This design comes from an exercise in tuning for small area on the open sky130 flow, not from production work.
At most, simulation tests tie the RTL to the original design; equivalence was not proved.

==> flow/design.v <==
`default_nettype none
package mlp_pkg;
    typedef logic [16-1:0] word_t;
    typedef enum logic [1:0] {
        SEG_SHR2,
        SEG_SHR3,
        SEG_SHR5,
        SEG_ONE
    } sig_seg_e;
    typedef enum logic [2-1:0] {
        REG_X1     = 2'd0,
        REG_X2_GO  = 2'd1,
        REG_STATUS = 2'd2
    } wb_reg_e;
endpackage
`default_nettype wire
`timescale 1ns/10ps
`default_nettype none
module mlp_top (
    input  logic                  clk,
    input  logic                  rst,
    input  logic                  wb_cyc,
    input  logic                  wb_stb,
    input  logic                  wb_we,
    input  logic [2-1:0] wb_adr,
    input  mlp_pkg::word_t        wb_dat_i,
    output mlp_pkg::word_t        wb_dat_o,
    output logic                  wb_ack,
    output logic                  result_valid,
    output mlp_pkg::word_t        sig_value,
    output logic                  class_out
);
    logic [15:0] x1, x2;
    logic [7:0]  cnt;
    logic [1:0]  adr_q;
    logic [3:0]  vld;
    logic        access, launch;
    assign access = wb_cyc && wb_stb && !wb_ack;
    assign launch = access && wb_we && (wb_adr == 2'd1);
    always_ff @(posedge clk)
    begin
        if (rst)
        begin
            wb_ack       <= 1'b0;
            x1           <= '0;
            x2           <= '0;
            cnt          <= '0;
            vld          <= '0;
            result_valid <= 1'b0;
        end
        else
        begin
            wb_ack       <= access;
            vld          <= {vld[2:0], launch};
            result_valid <= vld[3];
            if (access && wb_we && wb_adr == 2'd0)
                x1 <= wb_dat_i;
            if (launch)
            begin
                x2  <= wb_dat_i;
                cnt <= cnt + 1'b1;
            end
        end
    end
    always_ff @(posedge clk)
    begin
        if (access)
            adr_q <= wb_adr;
    end
    always_comb
    begin
        case (adr_q)
            2'd0:    wb_dat_o = x1;
            2'd1:    wb_dat_o = x2;
            2'd2:    wb_dat_o = {8'h00, cnt};
            default: wb_dat_o = '0;
        endcase
    end
    function automatic logic [15:0] relu(input logic [15:0] v);
        relu = v[15] ? '0 : v;
    endfunction
    function automatic logic [31:0] csa(input logic [15:0] p, input logic [15:0] q, input logic [15:0] r);
        logic [15:0] k;
        k = (p & q) | (p & r) | (q & r);
        csa = {k[14:0], 1'b0, p ^ q ^ r};
    endfunction
    function automatic logic [15:0] add(input logic [15:0] p, input logic [15:0] q);
        logic [15:0] g, t;
        g = p & q;
        t = p ^ q;
        for (int d = 1; d < 16; d = d * 2)
            for (int i = 2 * d - 1; i < 16; i += 2 * d)
            begin
                g[i] = g[i] | (t[i] & g[i - d]);
                t[i] = t[i] & t[i - d];
            end
        for (int d = 4; d >= 1; d = d / 2)
            for (int i = 3 * d - 1; i < 16; i += 2 * d)
            begin
                g[i] = g[i] | (t[i] & g[i - d]);
                t[i] = t[i] & t[i - d];
            end
        add = (p ^ q) ^ {g[14:0], 1'b0};
    endfunction
    function automatic logic [15:0] add7(input logic [15:0] v);
        logic [15:0] r;
        logic        k;
        r[2:0] = v[2:0] - 3'd1;
        k = |v[2:0];
        for (int i = 3; i < 16; i++)
        begin
            r[i] = v[i] ^ k;
            k = k & v[i];
        end
        add7 = r;
    endfunction
    function automatic logic [15:0] add3(input logic [15:0] p, input logic [15:0] q, input logic [15:0] r);
        logic [31:0] s;
        s = csa(p, q, r);
        add3 = add(s[15:0], s[31:16]);
    endfunction
    function automatic logic [15:0] add4(input logic [15:0] p, input logic [15:0] q, input logic [15:0] r,
                                         input logic [15:0] w);
        logic [31:0] s, u;
        s = csa(p, q, r);
        u = csa(s[15:0], s[31:16], w);
        add4 = add(u[15:0], u[31:16]);
    endfunction
    logic [15:0] a_raw, b_raw, c_raw;
    logic [14:0] a_q, b_q, c_q;
    assign a_raw = add(~x1, ~x2);
    assign b_raw = add( x1, ~x2);
    assign c_raw = add(~x1,  x2);
    always_ff @(posedge clk)
    begin
        a_q <= a_raw[15] ? '0 : a_raw[14:0];
        b_q <= b_raw[15] ? '0 : b_raw[14:0];
        c_q <= c_raw[15] ? '0 : c_raw[14:0];
    end
    logic        ph;
    logic [15:0] a, b, c, c2, c4;
    logic [15:0] z, um, ut, u2, u3, u4;
    logic [15:0] acc_s, acc_c, fb_s, fb_c;
    logic [31:0] l0, l1, l2, l3, l4;
    assign ph = vld[1];
    assign a  = {1'b0, a_q};
    assign b  = {1'b0, b_q};
    assign c  = {1'b0, c_q};
    assign c2 = {c_q, 1'b0};
    assign c4 = {c_q[13:0], 2'b00};
    always_comb
    begin
        z  = add4(a, b, ph ? ~c2 : ~c4, ph ? 16'hFFFD : 16'hFFFC);
        um = relu(z);
        ut = relu(~add7(z));
        if (ph)
            ut = ut << 1;
        u2 = relu(add4(a, a << 1, b, ph ? ~c2 - 16'd2 : 16'hFFFE));
        if (ph)
            u2 = u2 << 1;
        u3 = relu(add4(a, ph ? ~b : b, c2, 16'hFFFE));
        u4 = relu(add4(~a, ph ? b : ~b, 16'hFFFD, 16'h0000));
    end
    assign fb_s = ph ? '0 : acc_s;
    assign fb_c = ph ? '0 : acc_c;
    always_comb
    begin
        l0 = csa(fb_s, fb_c, um);
        l1 = csa(u2, u3, u4);
        l2 = csa(l0[15:0], l0[31:16], l1[15:0]);
        l3 = csa(l2[15:0], l2[31:16], l1[31:16]);
        l4 = csa(l3[15:0], l3[31:16], ut);
    end
    always_ff @(posedge clk)
    begin
        acc_s <= l4[15:0];
        acc_c <= l4[31:16];
    end
    logic [15:0] s;
    logic [9:0]  e_d, e_q;
    assign s = add(acc_s, acc_c);
    always_comb
    begin
        if (s < 16'd1024)
            e_d = {2'b00, s[9:2]};
        else if (s < 16'd2432)
            e_d = 10'((s >> 3) + 16'd128);
        else if (s < 16'd5120)
            e_d = 10'((s >> 5) + 16'd352);
        else
            e_d = 10'd512;
    end
    always_ff @(posedge clk)
    begin
        e_q <= e_d;
    end
    assign sig_value = {5'b00000, e_q[9], ~e_q[9], e_q[8:0]};
    assign class_out = |e_q;
endmodule
`default_nettype wire
export LEC_CHECK = 0
export CAP_MARGIN = 20
export CORE_MARGIN = 2
export CORE_UTILIZATION = 70
export CTS_BUF_LIST = sky130_fd_sc_hd__clkbuf_4 sky130_fd_sc_hd__clkbuf_8
export CTS_CLUSTER_DIAMETER = 100
export CTS_CLUSTER_SIZE = 30
export PLACE_DENSITY = 0.75
export SLEW_MARGIN = 20
create_clock -name core_clock -period 7.0 [get_ports {clk}]
run.sh (not shown) runs the stock make flow with config.mk's settings and CLKGATE_MAP_FILE= SYNTH_SCRIPT=/design/flow/synth_recipe.tcl, a recipe that flattens the netlist after the stock synthesis.
Rerun with:
--- a/flow/design.v
+++ b/flow/design.v
@@ -85,8 +85,9 @@
         csa = {k[14:0], 1'b0, p ^ q ^ r};
     endfunction
-    function automatic logic [15:0] add(input logic [15:0] p, input logic [15:0] q);
-        logic [15:0] g, t;
+    function automatic logic [31:0] add2c(input logic [15:0] p, input logic [15:0] q);
+        logic [15:0] g, t, h;
         g = p & q;
         t = p ^ q;
+        h = t;
         for (int d = 1; d < 16; d = d * 2)
             for (int i = 2 * d - 1; i < 16; i += 2 * d)
@@ -101,5 +102,10 @@
                 t[i] = t[i] & t[i - d];
             end
-        add = (p ^ q) ^ {g[14:0], 1'b0};
+        add2c = {h ^ {g[14:0] | t[14:0], 1'b1}, h ^ {g[14:0], 1'b0}};
+    endfunction
+    function automatic logic [15:0] add(input logic [15:0] p, input logic [15:0] q);
+        logic [31:0] r;
+        r = add2c(p, q);
+        add = r[15:0];
     endfunction
     function automatic logic [15:0] add7(input logic [15:0] v);
@@ -115,4 +121,12 @@
         add7 = r;
     endfunction
+    function automatic logic [15:0] add5(input logic [15:0] p, input logic [15:0] q, input logic [15:0] r,
+                                         input logic [15:0] w, input logic [15:0] v);
+        logic [31:0] s, u, x;
+        s = csa(p, q, r);
+        u = csa(s[15:0], s[31:16], w);
+        x = csa(u[15:0], u[31:16], v);
+        add5 = add(x[15:0], x[31:16]);
+    endfunction
     function automatic logic [15:0] add3(input logic [15:0] p, input logic [15:0] q, input logic [15:0] r);
         logic [31:0] s;
@@ -127,14 +141,19 @@
         add4 = add(u[15:0], u[31:16]);
     endfunction
-    logic [15:0] a_raw, b_raw, c_raw;
-    logic [14:0] a_q, b_q, c_q;
-    assign a_raw = add(~x1, ~x2);
-    assign b_raw = add( x1, ~x2);
-    assign c_raw = add(~x1,  x2);
-    always_ff @(posedge clk)
-    begin
-        a_q <= a_raw[15] ? '0 : a_raw[14:0];
-        b_q <= b_raw[15] ? '0 : b_raw[14:0];
-        c_q <= c_raw[15] ? '0 : c_raw[14:0];
+    logic [31:0] sa, sbc;
+    logic [15:0] fa, b_raw, e;
+    logic [14:0] a_q, p_q, b_q, c_q;
+    logic        fb_q, fc_q;
+    assign sa    = add2c(x1, x2);
+    assign fa    = sa[31:16];
+    assign sbc   = add2c(x1, ~x2);
+    assign b_raw = sbc[15:0];
+    assign e     = sbc[31:16];
+    always_ff @(posedge clk)
+    begin
+        a_q <= fa[15] ? ~fa[14:0] : '0;
+        p_q <= b_raw[15] ? ~e[14:0] : b_raw[14:0];
+        fb_q <= ~b_raw[15];
+        fc_q <= e[15];
     end
     logic        ph;
@@ -144,4 +163,6 @@
     logic [31:0] l0, l1, l2, l3, l4;
     assign ph = vld[1];
+    assign b_q = fb_q ? p_q : '0;
+    assign c_q = fc_q ? p_q : '0;
     assign a  = {1'b0, a_q};
     assign b  = {1'b0, b_q};
@@ -156,5 +177,5 @@
         if (ph)
             ut = ut << 1;
-        u2 = relu(add4(a, a << 1, b, ph ? ~c2 - 16'd2 : 16'hFFFE));
+        u2 = relu(add5(a, a << 1, b, ph ? ~c2 : 16'h0000, 16'hFFFE));
         if (ph)
             u2 = u2 << 1;
What happened: Worst hold slack got worse by 0.0044 ns; die area shrinks by 3.6%; worst setup slack gets worse by 0.041 ns; clock skew falls by 0.0038 ns; wire length is lower by 1.3%; design area falls by 2.2%; sequential cell count went down by 13; clock-buffer cell count is unchanged.
The RTL of the first run of this note was laid out without a check of its function.

## static timing again, ports no longer ideal
The flow's constraints put no driver on any port. The routed layouts listed below were extracted and timed again, unchanged, in two steps.
Step 1 sets driving cells, clkbuf_16 on the clock port and buf_2 on the other inputs (assumed; they add their load-dependent delay and slew).
Step 2 adds t to the input delays and takes it off the output delays; t is the mean of the earliest and latest rising clock arrival at the registers after step 1. Input paths then give back, and output paths get back, about the clock's delay inside the block.
Slacks: ideal / step 1 / step 2; pairs: ideal / step 1.
run | t, ns | setup slack, ns | pins driven straight from the clock port
the first run | 0.514 | 0.295 / 0.295 / 0.295 | 1
the second run | 0.506 | 0.254 / 0.254 / 0.254 | 1
After both steps setup and hold are still met in every run listed.
